Background: an optimization exercise with open tools, aiming at small area. Do not read the settings as production practice.
The RTL was checked by simulation tests, not by an equivalence proof against the original design.
No activity file was given, so power comes from the tool's default toggle rates.

## job 2103
Design video_overlay, start of the top module:
module video_overlay (
	input wire logic clk,
	input wire logic rst,
	input wire logic [1:0] switches,
	input wire track_pkg::buttons_t buttons,
	input wire video_pkg::raster_t raster,
	input wire video_pkg::rgb666_t pixel_in,
	input wire video_pkg::hsv_t hsv_in,
	input wire track_pkg::pos_t com_pos,
	input wire track_pkg::pos_t light_pos,
	input wire logic com_ready,
	output video_pkg::rgb666_t pixel_out,
	output logic hsync_out,
	output logic vsync_out,
	output logic blank_out,
	output track_pkg::readout_t readout
);
	video_pkg::overlay_mode_e mode;
	logic track_en;
	wire track_pkg::buttons_t buttons_db;
	track_pkg::pos_t cursor;
	track_pkg::pos_t com_latched;
	track_pkg::pos_t cursor_next;
	track_pkg::pos_t com_next;
	video_pkg::raster_t raster_early;
	logic [2:0] syncs_pipe;
	logic [2:0] syncs_del;
	assign mode = video_pkg::overlay_mode_e'(switches);
	assign track_en = switches[0];
	logic [2:0] step_cnt;
	logic [1:0] age;
	logic del_valid;
	logic valid_next;
	always_ff @(posedge clk) begin
		if (rst) begin
			step_cnt <= '0;
			age <= '0;
		end else begin
			step_cnt <= step_cnt + 1'b1;
			if ((&step_cnt) && !(&age)) age <= age + 1'b1;
		end
	end
	assign del_valid = (&age) | (age[1] & step_cnt[2] & step_cnt[1]);
	assign valid_next = ~rst & ((&age) | (age[1] & step_cnt[2] & (step_cnt[1] | step_cnt[0])));
	for (genvar i = 0; i < 4; i++) begin : g_db
		debounce u_debounce (
			.clk(clk),
			.rst(rst),
			.raw(buttons[i]),
			.clean(buttons_db[i])
		);
	end
	cursor_mover u_cursor_mover (
		.clk(clk),
		.rst(rst),
		.step(step_cnt == '0),
		.buttons(buttons_db),
		.cursor(cursor),
		.cursor_next(cursor_next)
	);
	sync_delay u_sync_delay (
		.clk(clk),
		.raster(raster),
		.raster_early(raster_early),
		.syncs_del(syncs_pipe)
	);
	assign syncs_del = syncs_pipe & {3{del_valid}};
	overlay_mixer u_overlay_mixer (
		.clk(clk),
		.rst(rst),
		.mode(mode),
		.raster(raster),
		.syncs_del(syncs_del),
		.pixel_in(pixel_in),
		.hsv_in(hsv_in),
		.com_pos(com_pos),
		.light_pos(light_pos),
		.cursor(cursor),
		.com_ready(com_ready),
		.pixel_out(pixel_out),
		.hsync_out(hsync_out),
		.vsync_out(vsync_out),
		.blank_out(blank_out),
		.com_latched(com_latched),
		.com_next(com_next)
	);
	readout_latch u_readout_latch (
		.clk(clk),
		.rst(rst),
		.track_en(track_en),
  ...
For scale: roughly 1200 cells after synthesis, roughly 630 flip-flops, roughly 170 I/O pins, about 16000 um^2 of cells after synthesis.
Settings: LEC_CHECK=0, CAP_MARGIN=20, CORE_MARGIN=2, CORE_UTILIZATION=70, SLEW_MARGIN=20; clock period 6.0 ns.
standard.sh (not shown) runs the stock make flow with config.mk's settings and CLKGATE_MAP_FILE= SYNTH_SCRIPT=/design/flow/synth_recipe.tcl, a recipe that flattens the netlist after the stock synthesis.
==> flow/flow/run.sh <==
#!/bin/bash
# The standard layout (standard.sh) with three changes: an area-oriented ABC script in
# synthesis, minimum-size port buffers, and a clock tree of small buffers without dummy loads.
# The tools' output goes to standard_flow.log here; ORFS keeps each step's log under orfs/logs.
set -euo pipefail
W=$(pwd)
export FLOW_WORK=$W
export FLOW_ABC_SCRIPT=$W/flow/abc_area.script
export BUFFER_PORTS_ARGS="-buffer_cell sky130_fd_sc_hd__buf_1"
export CTS_ARGS="-sink_clustering_enable -repair_clock_nets -dont_use_dummy_load -buf_list sky130_fd_sc_hd__clkbuf_4 -sink_clustering_buffer sky130_fd_sc_hd__clkbuf_16 -sink_clustering_size 40 -sink_clustering_max_diameter 45"
bash standard.sh SYNTH_SCRIPT=$W/flow/synth.tcl finish > standard_flow.log 2>&1
==> flow/flow/abc_area.script <==
&get -n
&st
&dch
&nf -R 1000 -p
&put
==> flow/flow/synth.tcl <==
# The standard synthesis (synth_recipe.tcl) with one change: ABC maps with
# flow/abc_area.script, an area-oriented script, instead of ORFS's speed script.
# Flip-flops are mapped before ABC runs, so the registers are the standard ones.
proc abc {args} {
  set i [lsearch -exact $args -script]
  if {$i >= 0} {
    lset args [expr {$i + 1}] $::env(FLOW_ABC_SCRIPT)
  }
  yosys abc {*}$args
}
source $::env(FLOW_WORK)/synth_recipe.tcl
Job 2103 did not stop at any stage, and its layout met the timing, design-rule and antenna checks.
[inputs] job 3132 vs job 2103
--- a/flow/flow/run.sh
+++ b/flow/flow/run.sh
@@ -10 +10 @@
-export CTS_ARGS="-sink_clustering_enable -repair_clock_nets -dont_use_dummy_load -buf_list sky130_fd_sc_hd__clkbuf_4 -sink_clustering_buffer sky130_fd_sc_hd__clkbuf_16 -sink_clustering_size 40 -sink_clustering_max_diameter 45"
+export CTS_ARGS="-sink_clustering_enable -repair_clock_nets -dont_use_dummy_load -buf_list sky130_fd_sc_hd__clkbuf_4 -sink_clustering_size 11 -sink_clustering_max_diameter 40"
--- a/flow/config.mk
+++ b/flow/config.mk
@@ -10 +10 @@
-export CORE_UTILIZATION = 70
+export CORE_UTILIZATION = 80
--- outcome ---
- Proportion of synthesized area in mux cells: job 2103 vs job 3132 identical
- Delta(number of vias per cell, job 3132 - job 2103) > 0
- Relative to job 2103, the met2 wire length measured on job 3132 has increased by more than 10%.
- Between job 2103 and job 3132, the power drawn by the sequential cells figures differ only marginally.
- Job 2103 reached the final stage; the timing, design-rule and antenna checks on its layout passed.
- Job 3132 went all the way through the flow, and no timing, DRC or antenna check failed.
- Compared with job 2103, job 3132 shows net total in the final layout higher by 29.
- Diff job 2103 -> job 3132 | transition time of the tightest slew-check pin | increase of 0.15 ns
- When job 3132 is set beside job 2103, its final cell count without fillers turns out to be 14 larger.
- Between job 3132 and job 2103, it is job 3132 whose routing usage on met2 is higher, by 17 points.
- Job 3132 has less setup slack than job 2103.
- Job 3132 ended up with sky130_fd_sc_hd__nor4_1 as its slowest stage cell on the critical path; job 2103 ended up with sky130_fd_sc_hd__nand4_1.
- Maximum clock frequency deteriorates in job 3132 relative to job 2103.
Changes in job 818 relative to job 3132:
--- a/flow/config.mk
+++ b/flow/config.mk
@@ -10 +10 @@
-export CORE_UTILIZATION = 80
+export CORE_UTILIZATION = 60
Notes after the runs:
- The half-perimeter wire length after placement in job 818 was lower than what job 3132 gave.
- Job 818 ends up with a maximum fanout encountered on the critical timing path that is 7 lower than in job 3132.
- Job 818 vs job 3132: delay of the slowest critical-path stage down
- Job 818 ends up with a utilization that is 22 points lower than in job 3132.
- In summary, job 818 completed successfully, with a layout that passed the timing, design-rule and antenna checks.
- Going from job 3132 to job 818, final weighted congestion in routability-driven placement shrank by 0.069, wire length lost 23%, global-route usage down 15 points, non-filler instance count after layout moved up, count of routing violations after the opening detailed-route iteration fell by 454.
- Register share of total power: job 818 > job 3132
Here is what was changed in the inputs of job 7239 compared with job 818.
--- a/flow/flow/run.sh
+++ b/flow/flow/run.sh
@@ -10 +10 @@
-export CTS_ARGS="-sink_clustering_enable -repair_clock_nets -dont_use_dummy_load -buf_list sky130_fd_sc_hd__clkbuf_4 -sink_clustering_size 11 -sink_clustering_max_diameter 40"
+export CTS_ARGS="-sink_clustering_enable -repair_clock_nets -dont_use_dummy_load -buf_list sky130_fd_sc_hd__clkbuf_4 -sink_clustering_buffer sky130_fd_sc_hd__clkbuf_8 -sink_clustering_size 22 -sink_clustering_max_diameter 40"
--- a/flow/config.mk
+++ b/flow/config.mk
@@ -10 +10 @@
-export CORE_UTILIZATION = 60
+export CORE_UTILIZATION = 70
Notes after the runs:
- Job 7239 ended up with a lower maximum number of pins on one net before global-route repair than job 818 did.
- Row cell leakage power: job 7239 lower / job 818 higher
- In terms of distinct cell type count after synthesis, job 818 and job 7239 differ only marginally.
- Summary of job 7239 over job 818: wire length reported by the detailed router increased by 5.5% relative to the old numbers; via count closely matched the old numbers; maximum buffer depth of the clock tree closely matched the old numbers.
Edits applied to the flow inputs when going from job 7239 to job 8072:
--- a/flow/flow/run.sh
+++ b/flow/flow/run.sh
@@ -10 +10 @@
-export CTS_ARGS="-sink_clustering_enable -repair_clock_nets -dont_use_dummy_load -buf_list sky130_fd_sc_hd__clkbuf_4 -sink_clustering_buffer sky130_fd_sc_hd__clkbuf_8 -sink_clustering_size 22 -sink_clustering_max_diameter 40"
+export CTS_ARGS="-sink_clustering_enable -repair_clock_nets -dont_use_dummy_load -buf_list sky130_fd_sc_hd__clkbuf_4 -sink_clustering_size 10 -sink_clustering_max_diameter 40"
==> comparison <==
The lower sequential share of cell area of job 8072 and job 7239 is in job 7239.
Job 8072 vs. job 7239: initial antenna violation count went down by 1.
Per the comparison of job 8072 with job 7239, met3 routed wirelength down 4.2%, total routed wirelength fell by 460 um.
Changes in job 3682 relative to job 8072:
--- a/flow/flow/run.sh
+++ b/flow/flow/run.sh
@@ -10 +10 @@
-export CTS_ARGS="-sink_clustering_enable -repair_clock_nets -dont_use_dummy_load -buf_list sky130_fd_sc_hd__clkbuf_4 -sink_clustering_size 10 -sink_clustering_max_diameter 40"
+export CTS_ARGS="-sink_clustering_enable -repair_clock_nets -dont_use_dummy_load -buf_list sky130_fd_sc_hd__clkbuf_4 -sink_clustering_size 12 -sink_clustering_max_diameter 30"
==> comparison <==
- In job 3682, share of power burned in registers is lower than in job 8072.
- [compare] base=job 8072 new=job 3682: via count neither gained nor lost much; total routed wire length on the met1 layer lost 90 um; global-route usage neither gained nor lost much.
- Job 3682 vs. job 8072: clock network fraction of total power now sits higher, wire length now sits lower, worst setup slack now sits higher, non-filler instance count after layout now sits at about the same level.
- Every stage of the flow completed for job 8072, and the final layout passed the timing, design-rule and antenna checks.
- Job 3682 reached the final stage; the timing, design-rule and antenna checks on its layout passed.

## separate check: timing with driven ports
No port has a modelled driver above. Below, the same layouts with a new extraction and two added sets of constraints.
Step 1 sets driving cells, clkbuf_16 on the clock port and buf_2 on the other inputs (assumed; they add their load-dependent delay and slew).
Step 2 also shifts input and output timing later by t, the mid clock arrival at the registers, as if the neighbouring blocks saw the same clock.
Three values: ideal ports, drivers, drivers and shift; two values: the first two.
run | t (ns) | slack for setup (ns) | cell pins on the clock port's net
job 2103 | 0.792 | 1.362 / 1.362 / 0.688 | 1
job 3132 | 0.723 | 1.003 / 1.022 / 0.300 | 1
job 818 | 0.708 | 1.396 / 1.396 / 0.974 | 1
job 7239 | 0.736 | 1.347 / 1.347 / 0.962 | 1
job 8072 | 0.694 | 1.374 / 1.374 / 0.924 | 1
job 3682 | 0.698 | 1.379 / 1.379 / 0.892 | 1
After both steps setup and hold are still met in every run listed. The setup slack of job 3132, which loses most, moves by +0.019 ns with the drivers and by -0.703 ns with both steps.
